This design comes from an exercise in tuning for small area on the open sky130 flow, not from production work.
In this exercise RTL edits were held to simulation tests only and were not proved equivalent to the original.
Power and IR drop assume default switching activity.

Setup of build 98:
// banco_registradores
module banco_registradores #(
    parameter int                 DATA_W   = 32,
    parameter int                 ADDR_W   = 5,
    parameter logic [DATA_W-1:0]  RESET_SP = 32'h7FFF_EFFC
) (
    input  logic                 clk,
    input  logic                 rst_n,
    input  logic [ADDR_W-1:0]    rs_addr,
    input  logic [ADDR_W-1:0]    rt_addr,
    output logic [DATA_W-1:0]    rs_data,
    output logic [DATA_W-1:0]    rt_data,
    input  logic                 wr_en,
    input  logic [ADDR_W-1:0]    wr_addr,
    input  logic [DATA_W-1:0]    wr_data,
    output logic [2**ADDR_W-1:0] dirty
);
Size: roughly 3200 cells after synthesis, about 1000 flip-flops, about 150 I/O pins, about 0.039 mm2 of cells after synthesis.
==> module porta_leitura, before the edit <==
module porta_leitura #(
    parameter int                DATA_W   = 32,
    parameter int                ADDR_W   = 5,
    parameter logic [DATA_W-1:0] RESET_SP = 32'h7FFF_EFFC
) (
    input  logic [2**ADDR_W-1:1][DATA_W-1:0] regs,
    input  logic [2**ADDR_W-1:1]             dirty,
    input  logic [ADDR_W-1:0]                rd_addr,
    output logic [DATA_W-1:0]                rd_data
);
    localparam int NREGS = 2**ADDR_W;
    logic [NREGS-1:1] sel_s;
    logic             sp_sel_n_s;
    always_comb begin
        for (int i = 1; i < NREGS; i++) begin
            sel_s[i] = (rd_addr == ADDR_W'(i)) && dirty[i];
        end
        sp_sel_n_s = !((rd_addr == mips_pkg::REG_SP) && !dirty[mips_pkg::REG_SP]);
    end
    for (genvar b = 0; b < DATA_W; b++) begin : g_bit
        logic [10:0] grp_n;
        logic [2:0]  part;
        for (genvar g = 0; g < 10; g++) begin : g_grp
            aoi222 u_aoi (
                .a1 (sel_s[3*g+1]), .b1 (regs[3*g+1][b]),
                .a2 (sel_s[3*g+2]), .b2 (regs[3*g+2][b]),
                .a3 (sel_s[3*g+3]), .b3 (regs[3*g+3][b]),
                .y  (grp_n[g])
            );
        end
        nand2 u_nand (.a (sel_s[31]), .b (regs[31][b]), .y (grp_n[10]));
        nand4 u_n0 (.a (grp_n[0]), .b (grp_n[1]), .c (grp_n[2]), .d (grp_n[3]), .y (part[0]));
        nand4 u_n1 (.a (grp_n[4]), .b (grp_n[5]), .c (grp_n[6]), .d (grp_n[7]), .y (part[1]));
        if (RESET_SP[b]) begin : g_sp
            nand4 u_n2 (.a (grp_n[8]), .b (grp_n[9]), .c (grp_n[10]), .d (sp_sel_n_s), .y (part[2]));
        end else begin : g_nosp
            nand3 u_n2 (.a (grp_n[8]), .b (grp_n[9]), .c (grp_n[10]), .y (part[2]));
        end
        or3   u_or (.a (part[0]), .b (part[1]), .c (part[2]), .y (rd_data[b]));
    end
endmodule
==> module banco_registradores, before the edit <==
module banco_registradores #(
    parameter int                 DATA_W   = 32,
    parameter int                 ADDR_W   = 5,
    parameter logic [DATA_W-1:0]  RESET_SP = 32'h7FFF_EFFC
) (
    input  logic                 clk,
    input  logic                 rst_n,
    input  logic [ADDR_W-1:0]    rs_addr,
    input  logic [ADDR_W-1:0]    rt_addr,
    output logic [DATA_W-1:0]    rs_data,
    output logic [DATA_W-1:0]    rt_data,
    input  logic                 wr_en,
    input  logic [ADDR_W-1:0]    wr_addr,
    input  logic [DATA_W-1:0]    wr_data,
    output logic [2**ADDR_W-1:0] dirty
);
    localparam int NREGS = 2**ADDR_W;
    logic [NREGS-1:1][DATA_W-1:0] regs_r;
    logic [NREGS-1:1][DATA_W-1:0] regs_d;
    logic [NREGS-1:1]             dirty_r;
    logic [NREGS-1:1]             wr_sel_s;
    logic [NREGS-1:1]             wr_hold_s;
    always_comb begin
        for (int i = 1; i < NREGS; i++) begin
            wr_sel_s[i]  = wr_en && (wr_addr == ADDR_W'(i));
            wr_hold_s[i] = !wr_sel_s[i];
        end
    end
    for (genvar i = 1; i < NREGS; i++) begin : g_word
        for (genvar b = 0; b < DATA_W; b++) begin : g_bit
            sel_escrita u_sel (
                .wr_data (wr_data[b]),
                .q       (regs_r[i][b]),
                .wr_sel  (wr_sel_s[i]),
                .wr_hold (wr_hold_s[i]),
                .d       (regs_d[i][b])
            );
        end
    end
    always_ff @(posedge clk) begin
        regs_r <= regs_d;
    end
    always_ff @(posedge clk or negedge rst_n) begin
        if (!rst_n) begin
            dirty_r <= '0;
        end else begin
            dirty_r <= dirty_r | wr_sel_s;
        end
    end
    assign dirty = {dirty_r, 1'b0};
    porta_leitura #(.DATA_W(DATA_W), .ADDR_W(ADDR_W), .RESET_SP(RESET_SP)) u_porta_rs (
        .regs    (regs_r),
        .dirty   (dirty_r),
        .rd_addr (rs_addr),
        .rd_data (rs_data)
    );
    porta_leitura #(.DATA_W(DATA_W), .ADDR_W(ADDR_W), .RESET_SP(RESET_SP)) u_porta_rt (
        .regs    (regs_r),
        .dirty   (dirty_r),
        .rd_addr (rt_addr),
        .rd_data (rt_data)
    );
endmodule
==> module sel_escrita, before the edit <==
module sel_escrita (
    input  logic wr_data,
    input  logic q,
    input  logic wr_sel,
    input  logic wr_hold,
    output logic d
);
    assign d = (wr_data & wr_sel) | (q & wr_hold);
endmodule
Settings: LEC_CHECK=0, CAP_MARGIN=10, CORE_MARGIN=2, CORE_UTILIZATION=40, SLEW_MARGIN=10, SYNTH_HIERARCHICAL=1; clock period 5.5 ns.
standard.sh (not shown) runs the stock make flow with config.mk's settings and CLKGATE_MAP_FILE= SYNTH_SCRIPT=/design/flow/synth_recipe.tcl, a recipe that flattens the netlist after the stock synthesis.
==> flow/flow/run.sh <==
#!/bin/bash
# Own layout flow: the standard ORFS flow (standard.sh), unchanged
# synthesis, with plain buffers on the ports and a clock tree of fewer,
# smaller buffers without dummy loads. make's output goes to flow_make.log;
# ORFS keeps each step's log under orfs/logs.
set -euo pipefail
export BUFFER_PORTS_ARGS="-buffer_cell sky130_fd_sc_hd__buf_2"
export CTS_ARGS="-sink_clustering_enable -repair_clock_nets -dont_use_dummy_load -buf_list {sky130_fd_sc_hd__clkbuf_8} -sink_clustering_size 16 -sink_clustering_max_diameter 60"
bash standard.sh finish > flow_make.log 2>&1
Input-level comparison between trial 61 and build 98:
--- a/flow/design.v
+++ b/flow/design.v
@@ -14,23 +14,28 @@
     parameter logic [DATA_W-1:0] RESET_SP = 32'h7FFF_EFFC
 ) (
     input  logic [2**ADDR_W-1:1][DATA_W-1:0] regs,
     input  logic [2**ADDR_W-1:1]             dirty,
+    input  logic                             phase,
     input  logic [ADDR_W-1:0]                rd_addr,
     output logic [DATA_W-1:0]                rd_data
 );
     localparam int NREGS = 2**ADDR_W;
     logic [NREGS-1:1] sel_s;
-    logic             sp_sel_n_s;
+    logic             hit_s;
+    logic [1:0]       fix_s;
     always_comb begin
         for (int i = 1; i < NREGS; i++) begin
             sel_s[i] = (rd_addr == ADDR_W'(i)) && dirty[i];
         end
-        sp_sel_n_s = !((rd_addr == mips_pkg::REG_SP) && !dirty[mips_pkg::REG_SP]);
+        hit_s    = |sel_s;
+        fix_s[0] = hit_s && phase;
+        fix_s[1] = fix_s[0] || (rd_addr == mips_pkg::REG_SP && !dirty[mips_pkg::REG_SP]);
     end
     for (genvar b = 0; b < DATA_W; b++) begin : g_bit
         logic [10:0] grp_n;
         logic [2:0]  part;
+        logic        sel_w;
         for (genvar g = 0; g < 10; g++) begin : g_grp
             aoi222 u_aoi (
                 .a1 (sel_s[3*g+1]), .b1 (regs[3*g+1][b]),
                 .a2 (sel_s[3*g+2]), .b2 (regs[3*g+2][b]),
@@ -40,14 +45,11 @@
         end
         nand2 u_nand (.a (sel_s[31]), .b (regs[31][b]), .y (grp_n[10]));
         nand4 u_n0 (.a (grp_n[0]), .b (grp_n[1]), .c (grp_n[2]), .d (grp_n[3]), .y (part[0]));
         nand4 u_n1 (.a (grp_n[4]), .b (grp_n[5]), .c (grp_n[6]), .d (grp_n[7]), .y (part[1]));
-        if (RESET_SP[b]) begin : g_sp
-            nand4 u_n2 (.a (grp_n[8]), .b (grp_n[9]), .c (grp_n[10]), .d (sp_sel_n_s), .y (part[2]));
-        end else begin : g_nosp
-            nand3 u_n2 (.a (grp_n[8]), .b (grp_n[9]), .c (grp_n[10]), .y (part[2]));
-        end
-        or3   u_or (.a (part[0]), .b (part[1]), .c (part[2]), .y (rd_data[b]));
+        nand3 u_n2 (.a (grp_n[8]), .b (grp_n[9]), .c (grp_n[10]), .y (part[2]));
+        or3   u_or (.a (part[0]), .b (part[1]), .c (part[2]), .y (sel_w));
+        xor2  u_x  (.a (sel_w), .b (fix_s[RESET_SP[b]]), .y (rd_data[b]));
     end
 endmodule
 module aoi222 (
     input  logic a1, b1, a2, b2, a3, b3,
@@ -78,8 +80,14 @@
     output logic y
 );
     assign y = a | b | c;
 endmodule
+module xor2 (
+    input  logic a, b,
+    output logic y
+);
+    assign y = a ^ b;
+endmodule
 module banco_registradores #(
     parameter int                 DATA_W   = 32,
     parameter int                 ADDR_W   = 5,
     parameter logic [DATA_W-1:0]  RESET_SP = 32'h7FFF_EFFC
@@ -100,8 +108,18 @@
     logic [NREGS-1:1][DATA_W-1:0] regs_d;
     logic [NREGS-1:1]             dirty_r;
     logic [NREGS-1:1]             wr_sel_s;
     logic [NREGS-1:1]             wr_hold_s;
+    logic                         phase_r;
+    logic [DATA_W-1:0]            wr_enc_s;
+    always_ff @(posedge clk or negedge rst_n) begin
+        if (!rst_n) begin
+            phase_r <= 1'b0;
+        end else begin
+            phase_r <= !phase_r;
+        end
+    end
+    assign wr_enc_s = wr_data ^ {DATA_W{phase_r}};
     always_comb begin
         for (int i = 1; i < NREGS; i++) begin
             wr_sel_s[i]  = wr_en && (wr_addr == ADDR_W'(i));
             wr_hold_s[i] = !wr_sel_s[i];
@@ -109,9 +127,9 @@
     end
     for (genvar i = 1; i < NREGS; i++) begin : g_word
         for (genvar b = 0; b < DATA_W; b++) begin : g_bit
             sel_escrita u_sel (
-                .wr_data (wr_data[b]),
+                .wr_enc  (wr_enc_s[b]),
                 .q       (regs_r[i][b]),
                 .wr_sel  (wr_sel_s[i]),
                 .wr_hold (wr_hold_s[i]),
                 .d       (regs_d[i][b])
@@ -131,23 +149,25 @@
     assign dirty = {dirty_r, 1'b0};
     porta_leitura #(.DATA_W(DATA_W), .ADDR_W(ADDR_W), .RESET_SP(RESET_SP)) u_porta_rs (
         .regs    (regs_r),
         .dirty   (dirty_r),
+        .phase   (phase_r),
         .rd_addr (rs_addr),
         .rd_data (rs_data)
     );
     porta_leitura #(.DATA_W(DATA_W), .ADDR_W(ADDR_W), .RESET_SP(RESET_SP)) u_porta_rt (
         .regs    (regs_r),
         .dirty   (dirty_r),
+        .phase   (phase_r),
         .rd_addr (rt_addr),
         .rd_data (rt_data)
     );
 endmodule
 module sel_escrita (
-    input  logic wr_data,
+    input  logic wr_enc,
     input  logic q,
     input  logic wr_sel,
     input  logic wr_hold,
     output logic d
 );
-    assign d = (wr_data & wr_sel) | (q & wr_hold);
+    assign d = !((q | wr_sel) & (wr_hold | wr_enc));
 endmodule
[summary]
- | trial 61 | all stages done | FAIL | capacitance limit |
- When trial 61 is set beside build 98, its count of antenna diodes in the layout turns out to be 8 larger.
- Against build 98, trial 61 comes in 1300 uW higher on overall power.
- On clock power share: between build 98 and trial 61, it ends up lower for trial 61.
- In trial 61, the wire length came out 0.63% below the value in build 98.
- Build 98 has a lower minimum period implied by the final worst setup slack than trial 61.

## re-timing with driven ports
No port has a modelled driver above. Below, the same layouts with a new extraction and two added sets of constraints.
Step 1 sets driving cells, clkbuf_16 on the clock port and buf_2 on the other inputs (assumed; they add their load-dependent delay and slew).
Step 2 adds t to the input delays and takes it off the output delays; t is the mean of the earliest and latest rising clock arrival at the registers after step 1. Input paths then give back, and output paths get back, about the clock's delay inside the block.
Slacks: ideal ports / drivers / drivers and shift; pairs: ideal ports / drivers.
run	t, ns	setup slack, ns	hold slack, ns
build 98	0.772	0.356 / 0.315 / 0.315	0.399 / 0.360 / 0.504
trial 61	0.778	0.053 / -0.039 / -0.039	0.417 / 0.387 / 0.471
The setup slack of trial 61, which loses most, moves by -0.092 ns with the drivers and by -0.092 ns with both steps.
